Context: an optimization exercise on an open-source flow, tuned for a short achievable clock period and few clock cycles per item. The choices shown serve that exercise and are no tape-out recipe. No functional check of the RTL was part of any run shown here. Power and IR drop assume default switching activity.

<file path="flow/design.v">
package dmem_responder_pkg;
  localparam int DEPTH_DEF   = 64;
  localparam int LATENCY_DEF = 2;
endpackage
import dmem_responder_pkg::*;
module dmem_array
#(
  parameter  int DEPTH = DEPTH_DEF,
  parameter  int GW    = 8,
  localparam int NG    = DEPTH / GW
) (
  input  logic             clk,
  input  logic [DEPTH-1:0] we,      
  input  logic [31:0]      wdata,
  input  logic [DEPTH-1:0] rsel,    
  output logic [NG-1:0][31:0] part   
);
  logic [DEPTH-1:0][31:0] mem;
  always_ff @(posedge clk) begin
    for (int i = 0; i < DEPTH; i++) begin
      if (we[i]) mem[i] <= wdata;
    end
  end
  always_ff @(posedge clk) begin
    for (int g = 0; g < NG; g++) begin
      logic [31:0] acc;
      acc = '0;
      for (int k = 0; k < GW; k++) begin
        acc = acc | ({32{rsel[g*GW+k]}} & mem[g*GW+k]);
      end
      part[g] <= acc;
    end
  end
endmodule
import dmem_responder_pkg::*;
module dmem_responder
#(
  parameter int DEPTH   = DEPTH_DEF,
  parameter int LATENCY = LATENCY_DEF
) (
  input  logic        clk,
  input  logic        rst_n,
  input  logic        req_valid,
  output logic        req_ready,
  input  logic        req_write,
  input  logic [31:0] req_addr,
  input  logic [31:0] req_wdata,
  output logic        rsp_valid,
  input  logic        rsp_ready,
  output logic [31:0] rsp_rdata,
  output logic        rsp_err
);
  localparam int AW = $clog2(DEPTH);
  localparam int GW = 8;
  localparam int NG = DEPTH / GW;
  localparam int QD = 4;            
  localparam int CAP = QD + 1;      
  logic             accept;
  logic             reqErr;
  logic [DEPTH-1:0] dec;
  assign accept = req_valid && req_ready;
  assign reqErr = (req_addr[1:0] != 2'b00) || (req_addr[31:AW+2] != '0);
  always_comb begin
    for (int i = 0; i < DEPTH; i++) begin
      dec[i] = (req_addr[AW+1:2] == AW'(i));
    end
  end
  logic             v1;       
  logic             v2;       
  logic             err1;
  logic             err2;
  logic [DEPTH-1:0] weQ;
  logic [DEPTH-1:0] rselQ;
  logic [31:0]      wdataQ;
  logic [DEPTH-1:0] wvalid;   
  always_ff @(posedge clk or negedge rst_n) begin
    if (!rst_n) begin
      v1     <= 1'b0;
      v2     <= 1'b0;
      weQ    <= '0;
      wvalid <= '0;
    end else begin
      v1     <= accept;
      v2     <= v1;
      weQ    <= (accept && req_write && !reqErr) ? dec : '0;
      wvalid <= wvalid | weQ;
    end
  end
  always_ff @(posedge clk) begin
    err1   <= reqErr;
    err2   <= err1;
    wdataQ <= req_wdata;
    rselQ  <= (!req_write && !reqErr) ? (dec & (wvalid | weQ)) : '0;
  end
  logic [NG-1:0][31:0] part;
  logic [31:0] resData;
  dmem_array #(.DEPTH(DEPTH), .GW(GW)) u_array (
    .clk   (clk),
    .we    (weQ),
    .wdata (wdataQ),
    .rsel  (rselQ),
    .part  (part)
  );
  always_comb begin
    resData = '0;
    for (int g = 0; g < NG; g++) resData = resData | part[g];
  end
  logic        hv;
  logic [31:0] hData;
  logic        hErr;
  logic [31:0] qData [QD];
  logic        qErr  [QD];
  logic [2:0]  qCnt;
  logic [1:0]  qRp;
  logic [1:0]  qWp;
  logic [2:0]  nOut;      
  logic        rdyQ;
  logic hold;
  logic pop;
  logic qNe;
  logic hTake;            
  logic resToH;
  logic resToQ;
  logic qToH;
  assign hold   = hv && !rsp_ready;
  assign pop    = hv && rsp_ready;
  assign qNe    = (qCnt != 3'd0);
  assign hTake  = !hold;
  assign qToH   = hTake && qNe;
  assign resToH = hTake && !qNe && v2;
  assign resToQ = v2 && !resToH;
  always_ff @(posedge clk or negedge rst_n) begin
    if (!rst_n) begin
      hv   <= 1'b0;
      qCnt <= 3'd0;
      qRp  <= 2'd0;
      qWp  <= 2'd0;
    end else begin
      if (hTake) hv <= qNe || v2;
      if (qToH) qRp <= qRp + 2'd1;
      if (resToQ) qWp <= qWp + 2'd1;
      qCnt <= qCnt + {2'b0, resToQ} - {2'b0, qToH};
    end
  end
  always_ff @(posedge clk) begin
    if (hTake) begin
      hData <= qNe ? qData[qRp] : resData;
      hErr  <= qNe ? qErr[qRp]  : err2;
    end
    if (v2) begin
      qData[qWp] <= resData;
      qErr[qWp]  <= err2;
    end
  end
  logic [2:0] nNext;
  assign nNext = nOut + {2'b0, accept} - {2'b0, pop};
  always_ff @(posedge clk or negedge rst_n) begin
    if (!rst_n) begin
      nOut <= 3'd0;
      rdyQ <= 1'b0;
    end else begin
      nOut <= nNext;
      rdyQ <= (nNext < 3'(CAP));
    end
  end
  assign req_ready = rdyQ;
  assign rsp_valid = hv;
  assign rsp_rdata = hData;
  assign rsp_err   = hErr;
endmodule
</file>
<file path="flow/run.sh">
#!/bin/bash
# synth_recipe.tcl (not shown) runs the flow's synth.tcl, then flattens the netlist and writes it again
# the make line also repeats each setting of config.mk as NAME=value (left out here)
make -C /OpenROAD-flow-scripts/flow DESIGN_CONFIG=/design/flow/config.mk WORK_HOME=/design/flow/orfs CLKGATE_MAP_FILE= SYNTH_SCRIPT=/design/flow/synth_recipe.tcl finish
</file>
<file path="flow/config.mk">
export PLATFORM = sky130hd
export DESIGN_NAME = dmem_responder
export DESIGN_NICKNAME = dmem_responder
export VERILOG_FILES = /design/flow/design.v
export SDC_FILE = /design/flow/constraint.sdc
export NUM_CORES = 4
export LEC_CHECK = 0
export ABC_CLOCK_PERIOD_IN_PS = 1700
export CAP_MARGIN = 20
export CORE_MARGIN = 2
export CORE_UTILIZATION = 40
export SETUP_SLACK_MARGIN = 3.0
export SLEW_MARGIN = 20
</file>
<file path="flow/constraint.sdc">
create_clock -name core_clock -period 5.0 [get_ports {clk}]
set_input_delay 1.0000 -clock core_clock [delete_from_list [all_inputs] [get_ports {clk}]]
set_output_delay 1.0000 -clock core_clock [all_outputs]
set_load 0.01 [all_outputs]
</file>
==> results of run 1 <==
[sequential cells by signal, indices dropped and copies added, names as in the netlist, 2 cells and up]
| register | cells |
|---|---|
| qWp | 2 |
| hData | 32 |
| wdataQ | 32 |
| qErr | 4 |
| nOut | 3 |
| weQ | 64 |
| wvalid | 64 |
| u_array.part | 256 |
| u_array.mem | 2048 |
| qData | 128 |
| rselQ | 64 |
| qRp | 2 |
| qCnt | 3 |
[area by class of cell]
cell class              instances  area (sq um)
diodes                          6          15.0
well taps                    2992          3740
clock inverters               115          1320
clock buffers                 384          7930
fillers                     18600        119000
repair buffers                295          2360
flip-flops and latches       2709         77200
inverters                      10          46.3
multi-input cells            1731         14000
[how the worst max path moves through the flow]
stage                          from             to  slack, ns
after floorplan           rsp_ready        qCnt[2]       1.98
after global placement    rsp_ready        qCnt[2]       1.66
after detailed placement  rsp_ready        qCnt[2]       1.58
after CTS                 hData[12]  rsp_rdata[12]       2.43
after global routing      hData[12]  rsp_rdata[12]       2.43
final                     hData[12]  rsp_rdata[12]       2.48
[cell usage after synthesis, types with 17 or more instances]
master	number
dfxtp_1	354
mux4_2	33
a22oi_1	1024
nor3_1	65
clkbuf_1	217
nor4b_1	64
nand3_1	17
mux2_2	34
edfxtp_1	2213
dfrtp_1	142
nor4_1	67
or2_2	65
nand4_1	272
nand2_1	41
[power by group through the flow]
| stage | sequential (mW) | combinational, mW | clock [mW] |
|---|---|---|---|
| 2_1_floorplan | 25.6 | 0.952 | 0 |
| 3_3_place_gp | 25.5 | 1.88 | 0 |
| 3_5_place_dp | 25.5 | 1.92 | 0 |
| 4_1_cts | 25.0 | 1.97 | 21.3 |
| 5_1_grt | 25.0 | 2.20 | 22.2 |
| 6_report | 25.0 | 2.03 | 21.0 |
[logic make-up (layout without fill, tap and decap cells)]
kind of cell / Yosys count / count (layout) / synth area share [%]
buffers and inverters: 246 / 804 / 1.03
flip-flops: 2709 / 2709 / 84.8
adder cells (fa/ha/maj): 10 / 10 / 0.154
AO/OA/AOI/OAI: 1026 / 1026 / 8.47
other: 0 / 6 / 0
XOR/XNOR: 7 / 7 / 0.0674
AND/OR/NAND/NOR: 620 / 621 / 4.24
multiplexers: 67 / 67 / 1.24
[routing by layer]
layer / share of wire, % / up-vias / global-route usage [%]
met5: 0.012 / - / 0
li1: - / 20200 / -
met1: 40 / 25400 / 29.5
met3: 7.8 / 445 / 3.72
met2: 49 / 2246 / 35.6
met4: 3.3 / 6 / 7.08
[timing repair]
action,4_1_cts,5_1_grt
pin swaps,7,15
resized for setup,195,32
cloned,1,1
endpoints found under the hold margin,0,0
buffers inserted,16,7
setup endpoints to repair,217,78
==> notes.md, run 1 <==
post-cts hold buffer count 0; clk root buf clkbuf_16; RR Endpoint qCnt[2]; number of CTS-inserted buffers 285; Yosys reg bits 2709; post-synth cell types 31; # rows 174; CTS Buffer Depth 4; pin count of the biggest net entering global routing 130; status complete, no violations; LEAKAGE 34.2 nW; starting density of the core 40.3%; Post-Syn Area per Cell 19.4 sq um; utilization after layout 47.3%; Max stage delay cell, worst path edfxtp_1; critical path type reg2out; Layout Cells excl Fill 8242; cell area after layout 107000 sq um; Pint 38.4 mW; total grt overflow 0; Slew @ Worst Pin 1.17 ns; Fin Hold WS 0.115 ns; antenna violations before repair 16; drt drc 0; Detail Placement HPWL 135000 microns; pwr dens 451 nW/um^2; Worst R2R Path Depth 9; post-synth top area cell edfxtp_1; Layout Nets 5111; Comb power frac 4.2%; Critical R2R Launch qCnt[2]; final wirelength 257000 microns; MaxCap Viol Count 0; top cells by area, synth edfxtp_1 (73%), a22oi_1 (8.5%), dfxtp_1 (7.8%), dfrtp_1 (3.9%), nand4_1 (1.9%); Fmax 397 MHz; final setup violation count 0; count of pins over their slew limit 0; Layout area overhead 17.3%; Initial DRT Pass Iterations 6; gpl congestion 0.819; Clock Power Share 43.7%; Die X 481 microns; commonest non-fill, non-tap cell in the layout edfxtp_1; Core Region 225000 sq um; VDD IR max 0.426 mV; worst-path cell chain buf_6; total power 48.1 mW; critical path peak fanout 1; IO Port Bufs 103; ys async rst share 5.24%; DR iter-0 viols 6059; Post-Synthesis Cells 4685; placed instance count 7712; Die Ht 481 microns; RSZ-0062 raised after global routing yes; total global routing track utilization 21.7%; top-area cell type share of the netlist area 73.1%; CTS sink count 2709; crit path DAT 1.52 ns; Final Hold Viols 0; switch share 20.2%; Final Skew 0.0640 ns; HP Class in2async; TritonCTS clock tree built; drt via density 5.86; Clk pin slew, worst setup/hold paths 0.06 ns; die area 231000 sq um; final setup TNS 0 ns; Post-Syn Area 90900 sq um; final worst-path setup slack 2.48 ns; Worst-Skew Late Latency 0.93 ns; crit path time final 2.52 ns; Worst Path Buf+Inv 1; H-Tree Depth 5; most common flop cell mapped by yosys edfxtp_1; IO Pins 104; pre-CTS setup slack 1.58 ns; Cell Area, Placed 96900 sq um; commonest non-fill, non-tap cells in the layout edfxtp_1 (2213), a22oi_1 (1024), dfxtp_1 (320); Net Switching 9.69 mW; vias in the first global route 46900; post-route clock period utilization 50.4%; part of the power in registers 52.0%; DRT antenna net count 0; detailed-route wire length per cell 31.1 microns; CP endpoint kind primary output; first-pass GRT wire length 357000 microns; fraction of layout cells with a size suffix above 1 18.9%; Max-slew headroom 21.8%; Post-synth EDFFs 2213; vias 48300; CP peak stage delay 0.44 ns; register area share after synthesis 84.8%; instance count on the critical path 1; Crit path max-delay family flip-flops; Synthesis Warnings 2; WP data required 4.00 ns; Setup crit start kind register; Worst R2R Setup Slack 2.82 ns; Synthesized Nets 4764
==> run 2, diff against run 1 <==
--- a/flow/design.v
+++ b/flow/design.v
@@ -55,5 +55,4 @@
   localparam int NG = DEPTH / GW;
   localparam int QD = 4;            
-  localparam int CAP = QD + 1;      
   logic             accept;
   logic             reqErr;
@@ -70,8 +69,10 @@
   logic             err1;
   logic             err2;
-  logic [DEPTH-1:0] weQ;
+  logic [DEPTH-1:0] weQ;      
+  logic [DEPTH-1:0] weEff;    
   logic [DEPTH-1:0] rselQ;
   logic [31:0]      wdataQ;
   logic [DEPTH-1:0] wvalid;   
+  assign weEff = err1 ? '0 : weQ;
   always_ff @(posedge clk or negedge rst_n) begin
     if (!rst_n) begin
@@ -83,6 +84,6 @@
       v1     <= accept;
       v2     <= v1;
-      weQ    <= (accept && req_write && !reqErr) ? dec : '0;
-      wvalid <= wvalid | weQ;
+      weQ    <= (accept && req_write) ? dec : '0;
+      wvalid <= wvalid | weEff;
     end
   end
@@ -91,11 +92,11 @@
     err2   <= err1;
     wdataQ <= req_wdata;
-    rselQ  <= (!req_write && !reqErr) ? (dec & (wvalid | weQ)) : '0;
+    rselQ  <= req_write ? '0 : (dec & (wvalid | weEff));
   end
   logic [NG-1:0][31:0] part;
-  logic [31:0] resData;
+  logic [31:0]         resData;
   dmem_array #(.DEPTH(DEPTH), .GW(GW)) u_array (
     .clk   (clk),
-    .we    (weQ),
+    .we    (weEff),
     .wdata (wdataQ),
     .rsel  (rselQ),
@@ -105,8 +106,6 @@
     resData = '0;
     for (int g = 0; g < NG; g++) resData = resData | part[g];
+    if (err2) resData = '0;
   end
-  logic        hv;
-  logic [31:0] hData;
-  logic        hErr;
   logic [31:0] qData [QD];
   logic        qErr  [QD];
@@ -114,42 +113,53 @@
   logic [1:0]  qRp;
   logic [1:0]  qWp;
+  logic        hv;        
+  logic [31:0] hData;     
+  logic        hErr;
+  logic        rdyQ;
   logic [2:0]  nOut;      
-  logic        rdyQ;
-  logic hold;
-  logic pop;
-  logic qNe;
-  logic hTake;            
-  logic resToH;
-  logic resToQ;
-  logic qToH;
-  assign hold   = hv && !rsp_ready;
-  assign pop    = hv && rsp_ready;
-  assign qNe    = (qCnt != 3'd0);
-  assign hTake  = !hold;
-  assign qToH   = hTake && qNe;
-  assign resToH = hTake && !qNe && v2;
-  assign resToQ = v2 && !resToH;
+  logic        pop;
+  logic [1:0]  qRp1;
+  logic [31:0] keepData;  
+  logic        keepErr;
+  logic [31:0] nextData;  
+  logic        nextErr;
+  assign pop  = hv && rsp_ready;
+  assign qRp1 = qRp + 2'd1;
+  always_comb begin
+    keepData = hv ? qData[qRp] : resData;
+    keepErr  = hv ? qErr[qRp]  : err2;
+    if (qCnt >= 3'd2) begin
+      nextData = qData[qRp1];
+      nextErr  = qErr[qRp1];
+    end else if (hv) begin
+      nextData = resData;
+      nextErr  = err2;
+    end else begin
+      nextData = keepData;
+      nextErr  = keepErr;
+    end
+  end
+  logic [2:0] qCntNext;
+  assign qCntNext = qCnt + {2'b0, v2} - {2'b0, pop};
   always_ff @(posedge clk or negedge rst_n) begin
     if (!rst_n) begin
+      qCnt <= 3'd0;
       hv   <= 1'b0;
-      qCnt <= 3'd0;
       qRp  <= 2'd0;
       qWp  <= 2'd0;
     end else begin
-      if (hTake) hv <= qNe || v2;
-      if (qToH) qRp <= qRp + 2'd1;
-      if (resToQ) qWp <= qWp + 2'd1;
-      qCnt <= qCnt + {2'b0, resToQ} - {2'b0, qToH};
+      qCnt <= qCntNext;
+      hv   <= (qCntNext != 3'd0);
+      if (pop) qRp <= qRp1;
+      if (v2) qWp <= qWp + 2'd1;
     end
   end
   always_ff @(posedge clk) begin
-    if (hTake) begin
-      hData <= qNe ? qData[qRp] : resData;
-      hErr  <= qNe ? qErr[qRp]  : err2;
-    end
     if (v2) begin
       qData[qWp] <= resData;
       qErr[qWp]  <= err2;
     end
+    hData <= rsp_ready ? nextData : keepData;
+    hErr  <= rsp_ready ? nextErr  : keepErr;
   end
   logic [2:0] nNext;
@@ -161,5 +171,5 @@
     end else begin
       nOut <= nNext;
-      rdyQ <= (nNext < 3'(CAP));
+      rdyQ <= (nNext < 3'(QD));
     end
   end
--- a/flow/config.mk
+++ b/flow/config.mk
@@ -9,5 +9,6 @@
 export CAP_MARGIN = 20
 export CORE_MARGIN = 2
-export CORE_UTILIZATION = 40
+export CORE_UTILIZATION = 65
+export PLACE_DENSITY = 0.7
 export SETUP_SLACK_MARGIN = 3.0
 export SLEW_MARGIN = 20
==> run 2 against run 1 <==
Net effect:
- flip-flop and latch count stayed put
- utilization is 28 points higher
- total power is 1.4% lower
- final area is 0.53% lower
- worst setup slack worse by 0.012 ns
- non-clock buffer count is 26 higher
- critical path type unchanged
- critical endpoint is now rsp_valid
- largest power group unchanged
==> notes.md, run 2 <==
post-cts hold buffer count 0 (unchanged); total global routing track utilization 34.2% (+12 points); starting density of the core 65.4% (+25 points); Post-Syn Area per Cell 18.6 sq um (-4.1%); LEAKAGE 34.7 nW (+1.6%); Worst-Skew Late Latency 0.91 ns (-0.02 ns); Yosys reg bits 2709 (unchanged); Max-slew headroom 22.5% (+0.70 points); Die Ht 382 microns (-21%); Initial DRT Pass Iterations 5 (-1); Fillers 8155 (-56%); most common flop cell mapped by yosys edfxtp_1; crit path time final 2.53 ns (+0.0115 ns); utilization after layout 74.9% (+28 points); CP endpoint kind primary output; DR iter-0 viols 7582 (+25%); register area share after synthesis 82.8% (-2.0 points); max reg flops 2048 (unchanged); critical path type reg2out; Layout area overhead 14.5%; clk root buf clkbuf_16; fraction of layout cells with a size suffix above 1 15.9% (-3.0 points); Final Hold Viols 0 (unchanged); drt via density 6.95 (+19%); vias 51600 (+6.9%); IO Port Bufs 103 (unchanged); post-synth top area cell edfxtp_1; RSZ-0062 raised after global routing yes; Detail Placement HPWL 132000 microns (-2.3%); post-route clock period utilization 50.7% (+0.23 points); final setup TNS 0 ns (unchanged); Cell Area, Placed 96900 sq um (about the same); pin count of the biggest net entering global routing 93 (-28%); commonest non-fill, non-tap cell in the layout edfxtp_1; cell area after layout 106000 sq um (-0.53%); top cells by area, synth edfxtp_1 (71%), a22oi_1 (8.6%), dfxtp_1 (8.4%), dfrtp_1 (3.8%), nand4_1 (1.7%); status complete, no violations; Synthesized Nets 5062 (+6.3%); Fmax 395 MHz (-0.46%); ys async rst share 5.24% (unchanged); WP data required 4.00 ns (about the same); first-pass GRT wire length 352000 microns (-1.6%); Post-Syn Area 92700 sq um (+1.9%); top-area cell type share of the netlist area 70.7% (-2.5 points); Slew @ Worst Pin 1.15 ns (-0.0211 ns); Clk pin slew, worst setup/hold paths 0.06 ns (about the same); biggest regs u_array.mem (2048), u_array.part (256), qData (128); H-Tree Depth 5 (unchanged); Critical R2R Launch hv; die area 146000 sq um (-37%); Worst R2R Setup Slack 2.72 ns (-0.10 ns); CTS sink count 2709 (unchanged); post-synth cell types 46 (+48%); Die X 382 microns (-21%); VDD IR max 0.381 mV (-11%); HP Class in2async; IO Pins 104 (unchanged); Post-Synthesis Cells 4982 (+6.3%); Layout Nets 5407 (+5.8%); largest register by flop count u_array.mem; RR Endpoint hv; TritonCTS clock tree built; CTS Buffer Depth 4 (unchanged); commonest non-fill, non-tap cells in the layout edfxtp_1 (2180), a22oi_1 (1056), dfxtp_1 (322); pwr dens 447 nW/um^2 (-0.87%); Core Region 142000 sq um (-37%); critical path peak fanout 2 (+1); drt drc 0 (unchanged); Final Skew 0.0565 ns (-0.00757 ns); number of CTS-inserted buffers 278 (-2.5%); register area 76900 sq um (-0.43%); MaxCap Viol Count 0 (unchanged); total grt overflow 0 (unchanged); vias in the first global route 49600 (+5.7%); Post-synth EDFFs 2180 (-1.5%); Synthesis Warnings 2 (unchanged); detailed-route wire length per cell 33.6 microns (+8.0%); Setup crit start kind register; antenna violations before repair 17 (+1); # rows 138 (-21%); DRT antenna net count 0 (unchanged); Synth top cells by count edfxtp_1 (2180), a22oi_1 (1056), dfxtp_1 (387); placed instance count 6894 (-11%); Worst R2R Path Depth 9 (unchanged); count of pins over their slew limit 0 (unchanged); final wirelength 250000 microns (-2.7%); gpl congestion 0.817 (-0.24%); area used by multi-input combinational logic 15300 sq um (+9.4%); most common cell in the netlist edfxtp_1; Layout Cells excl Fill 7426 (-9.9%); crit path DAT 1.53 ns (about the same); final setup violation count 0 (unchanged)
==> run 2: metrics by stage <==
stage | power, mW | hold WS (ns) | worst slack, ns
3_5_place_dp | 28.1 | 0.375 | 1.63
6_report | 47.4 | 0.0748 | 2.47
2_1_floorplan | 27.2 | 0.326 | 2.36
4_1_cts | 47.4 | 0.0458 | 2.41
3_3_place_gp | 28.1 | 0.354 | 1.68
5_1_grt | 48.6 | 0.0890 | 2.43
==> run 2: where the power goes <==
group / leakage, nW / total (mW) / switching (mW) / internal, mW
Sequential: 24.9 / 25.0 / 0.283 / 24.7
Clock: 4.17 / 19.4 / 8.04 / 11.4
Combinational: 5.73 / 3.01 / 1.83 / 1.18
Total: 34.7 / 47.4 / 10.2 / 37.3
==> run 2: repair_timing <==
action | CTS | global route
pin swaps | 2 | 4
setup endpoints to repair | 1375 | 261
buffers inserted | 31 | 7
cloned | 3 | 2
resized for setup | 222 | 26
==> run 2: worst max-delay path: stages, from the launching register on <==
cell and delay (ns):
dfrtp_2 0.43, buf_6 0.13, buf_6 0.11
==> run 2: area by class of cell <==
class                           count  share of cell area, %
Clock inverter                     63                  0.448
Multi-Input combinational cell   2001                   14.5
Tap cell                         1890                   2.23
Inverter                           16                 0.0661
Timing Repair Buffer              321                   2.75
Sequential cell                  2709                   72.5
Antenna cell                        3                0.00708
Clock buffer                      423                   7.58
==> run 2: metal layers <==
layer	global-route usage (%)	share of wire [%]	wire, microns	vias up
met5	0	0.018	46	-
met4	10.3	2.8	6960	8
met2	48.8	44	110000	3603
li1	-	-	-	21100
met3	10.1	14	35000	367
met1	51.6	39	97900	26500
==> run 2: cells by family (layout without fill, tap and decap cells) <==
family | after synthesis | after routing | synth area share, %
flip-flops | 2709 | 2709 | 82.8
AO/OA/AOI/OAI | 1185 | 1185 | 9.88
AND/OR/NAND/NOR | 665 | 669 | 4.27
buffers and inverters | 276 | 823 | 1.34
multiplexers | 130 | 130 | 1.45
adder cells (fa/ha/maj) | 11 | 11 | 0.165
XOR/XNOR | 6 | 6 | 0.0567
other | 0 | 3 | 0
==> run 2: worst max path at each step <==
| stage | from | to | cells after the start |
|---|---|---|---|
| final | hv | rsp_valid | 2 |
| after global routing | hv | rsp_valid | 2 |
| after CTS | hv | rsp_valid | 2 |
| after detailed placement | rsp_ready | hData[7] | 6 |
| after global placement | rsp_ready | hData[25] | 6 |
| after floorplan | rsp_ready | hv | 9 |
==> run 3, diff against run 2 <==
--- a/flow/config.mk
+++ b/flow/config.mk
@@ -6,9 +6,11 @@
 export NUM_CORES = 4
 export LEC_CHECK = 0
-export ABC_CLOCK_PERIOD_IN_PS = 1700
+export ABC_CLOCK_PERIOD_IN_PS = 1500
 export CAP_MARGIN = 20
 export CORE_MARGIN = 2
-export CORE_UTILIZATION = 65
-export PLACE_DENSITY = 0.7
+export CORE_UTILIZATION = 50
+export CTS_BUF_LIST = sky130_fd_sc_hd__clkbuf_16
+export CTS_CLUSTER_DIAMETER = 60
+export CTS_CLUSTER_SIZE = 30
 export SETUP_SLACK_MARGIN = 3.0
 export SLEW_MARGIN = 20
==> run 3 against run 2 <==
Net effect:
- still clean on timing, DRC and antenna
- combinational power rose by 5%
- sequential share of layout area rose by 1.2 points
- final area fell by 1.7%
- critical endpoint is now req_ready
- largest cell class unchanged
- largest power group unchanged
==> notes.md, run 3 <==
status complete, no violations; vias in the first global route 47200 (-4.7%); Synth top cells by count edfxtp_1 (2180), a22oi_1 (1056), dfxtp_1 (387); Worst-Skew Late Latency 0.84 ns (-0.07 ns); Core Region 185000 sq um (+31%); Final Skew 0.0444 ns (-0.0121 ns); most common flop cell mapped by yosys edfxtp_1; post-synth top area cell edfxtp_1; Clk pin slew, worst setup/hold paths 0.10 ns (+0.04 ns); clk root buf clkbuf_16; register area 76900 sq um (about the same); VDD IR max 0.537 mV (+41%); Setup crit start kind register; utilization after layout 56.4% (-18 points); top-area cell type share of the netlist area 70.7% (unchanged); antenna violations before repair 40 (+23); vias 49400 (-4.3%); Fmax 409 MHz (+3.6%); final worst-path setup slack 2.56 ns (+0.0885 ns); Yosys reg bits 2709 (unchanged); Post-synth EDFFs 2180 (unchanged); Initial DRT Pass Iterations 5 (unchanged); final wirelength 256000 microns (+2.4%); met3 GRT Util 6.31% (-3.8 points); Fillers 14000 (+71%); largest register by flop count u_array.mem; final setup TNS 0 ns (unchanged); biggest regs u_array.mem (2048), u_array.part (256), qData (128); drt drc 0 (unchanged); HP Class in2async; IO Port Bufs 103 (unchanged); max reg flops 2048 (unchanged); Die X 434 microns (+14%); Worst Path Buf+Inv 1 (-1); H-Tree Depth 4 (-1); grt met1 use 38.6% (-13 points); pre-CTS setup slack 1.88 ns (+0.249 ns); most common cell in the netlist edfxtp_1; Layout area overhead 12.5%; critical path peak fanout 2 (unchanged); first-pass GRT wire length 356000 microns (+1.4%); final setup violation count 0 (unchanged); post-route clock period utilization 48.9% (-1.8 points); number of CTS-inserted buffers 149 (-46%); count of pins over their slew limit 0 (unchanged); crit path DAT 1.44 ns (-0.09 ns); Detail Placement HPWL 139000 microns (+5.3%); busiest grt layer met2; Synthesized Nets 5062 (unchanged); pwr dens 409 nW/um^2 (-8.4%); fraction of layout cells with a size suffix above 1 15.2% (-0.75 points); Post-Synthesis Cells 4982 (unchanged); CTS sink count 2709 (unchanged); TritonCTS clock tree built; instance count on the critical path 1 (-1); register area share after synthesis 82.8% (unchanged); detailed-route wire length per cell 32.7 microns (-2.9%); DRT antenna net count 0 (unchanged); die area 189000 sq um (+30%); CP endpoint kind primary output; LEAKAGE 33.4 nW (-3.9%); crit path time final 2.44 ns (-0.0885 ns); Slew @ Worst Pin 1.08 ns (-0.0691 ns); Worst R2R Path Depth 9 (unchanged); post-cts hold buffer count 0 (unchanged); total global routing track utilization 26.9% (-7.3 points); Layout Nets 5288 (-2.2%); Max-slew headroom 27.7% (+5.2 points); starting density of the core 50.1% (-15 points); DR iter-0 viols 6359 (-16%); Synthesis Warnings 2 (unchanged); Max stage delay cell, worst path dfrtp_2; area used by multi-input combinational logic 15500 sq um (+1.0%); worst-path cell chain buf_6; CTS Buffer Depth 3 (-1); Crit path max-delay family flip-flops; WP data required 4.00 ns (about the same); total grt overflow 0 (unchanged); top cells by area, synth edfxtp_1 (71%), a22oi_1 (8.6%), dfxtp_1 (8.4%), dfrtp_1 (3.8%), nand4_1 (1.7%); MaxCap Viol Count 0 (unchanged); # rows 158 (+14%); commonest non-fill, non-tap cells in the layout edfxtp_1 (2180), a22oi_1 (1056), dfxtp_1 (319); drt via density 6.31 (-9.2%); gpl congestion 0.794 (-2.9%); RSZ-0062 raised after global routing yes; Post-Syn Area per Cell 18.6 sq um (unchanged); CP peak stage delay 0.46 ns (+0.03 ns); Post-Syn Area 92700 sq um (unchanged); critical path type reg2out; commonest non-fill, non-tap cell in the layout edfxtp_1; post-synth cell types 46 (unchanged); Final Hold Viols 0 (unchanged); IO Pins 104 (unchanged); met2 usage 41.1% (-7.8 points); ys async rst share 5.24% (unchanged); Die Ht 434 microns (+14%); pin count of the biggest net entering global routing 67 (-28%)
[run 3: report_power, final]
part / internal, mW / switching, mW / leakage, nW / total, mW
Combinational: 1.29 / 1.88 / 5.87 / 3.17
Clock: 6.69 / 7.93 / 2.66 / 14.6
Sequential: 24.6 / 0.258 / 24.9 / 24.9
Total: 32.6 / 10.1 / 33.4 / 42.7
[run 3: kinds of logic after synthesis]
| kind of cell | share of synthesized area (%) |
|---|---|
| buffers and inverters | 1.34 |
| flip-flops | 82.8 |
| multiplexers | 1.45 |
| AO/OA/AOI/OAI | 9.88 |
| AND/OR/NAND/NOR | 4.27 |
| XOR/XNOR | 0.0567 |
| adder cells (fa/ha/maj) | 0.165 |
[run 3: per-stage QoR]
step | instance area, sq um | hold WS, ns | power [mW] | instances
global placement | 97500 | 0.401 | 28.1 | 7472
finish | 104000 | 0.124 | 42.7 | 7830
global route | 104000 | 0.160 | 43.9 | 7821
floorplan | 92800 | 0.326 | 27.2 | 4982
detailed placement | 97900 | 0.413 | 28.2 | 7486
CTS | 104000 | 0.130 | 42.7 | 7793
[run 3: worst register-to-register path, stage by stage, from the launching register on]
cell,delay [ns]
dfrtp_4,0.48
buf_4,0.21
and2_4,0.21
ha_4,0.25
inv_2,0.06
ha_4,0.11
inv_2,0.03
fa_1,0.47
inv_1,0.05
or3_1,0.34
[run 3: final timing paths]
check,from,end,slack [ns]
max in group asynchronous,rst_n,weQ[53],3.71
max,rdyQ,req_ready,2.56
min,rst_n,hv,0.12
min reg2reg,u_array.mem[827],u_array.part[123],0.45
min in group core_clock,u_array.mem[827],u_array.part[123],0.45
max reg2reg,hv,hv,2.68
[run 3: layout make-up]
type	instances	share of cell area, %
repair buffers	328	3.13
diodes	13	0.0312
flip-flops and latches	2709	73.7
clock inverters	122	1.46
well taps	2480	2.98
multi-input cells	2004	14.8
clock buffers	158	3.79
inverters	16	0.0576
[run 3: per-layer routing]
layer,vias to the layer above,share of wire [%]
met5,-,0.016
met4,8,3.0
met3,303,9.4
met2,2218,46
met1,26000,42
li1,20900,-
[run 3: repair_timing]
action,4_1_cts,5_1_grt
endpoints found under the setup margin,1381,195
gates cloned,7,1
gates resized for setup,232,38
pin swaps,2,1
setup buffers,20,23

## afterwards: timing with drivers on the ports
The flow's constraints put no driver on any port. The routed layouts listed below were extracted and timed again, unchanged, in two steps. Step 1: set_driving_cell puts a clkbuf_16 on clk and a buf_2 on each other input, an assumption about the parent block. Step 2 moves the port delays by t, midway between the first and last clock arrival at a register: inputs arrive t later, outputs are due t later. That takes back most of the time a late clock gives input paths. Three values: no drivers, after step 1, after step 2; two values: the first two.
| run | t (ns) | setup WS [ns] | pins driven straight from the clock port |
|---|---|---|---|
| run 1 | 0.982 | 2.479 / 2.394 / 1.956 | 1 |
| run 2 | 0.955 | 2.467 / 2.392 / 1.911 | 1 |
| run 3 | 0.919 | 2.556 / 2.459 / 1.854 | 1 |
After both steps setup and hold are still met in every run listed. For run 3, which loses most, drivers alone change the setup slack by -0.097 ns; drivers and shift together by -0.702 ns.
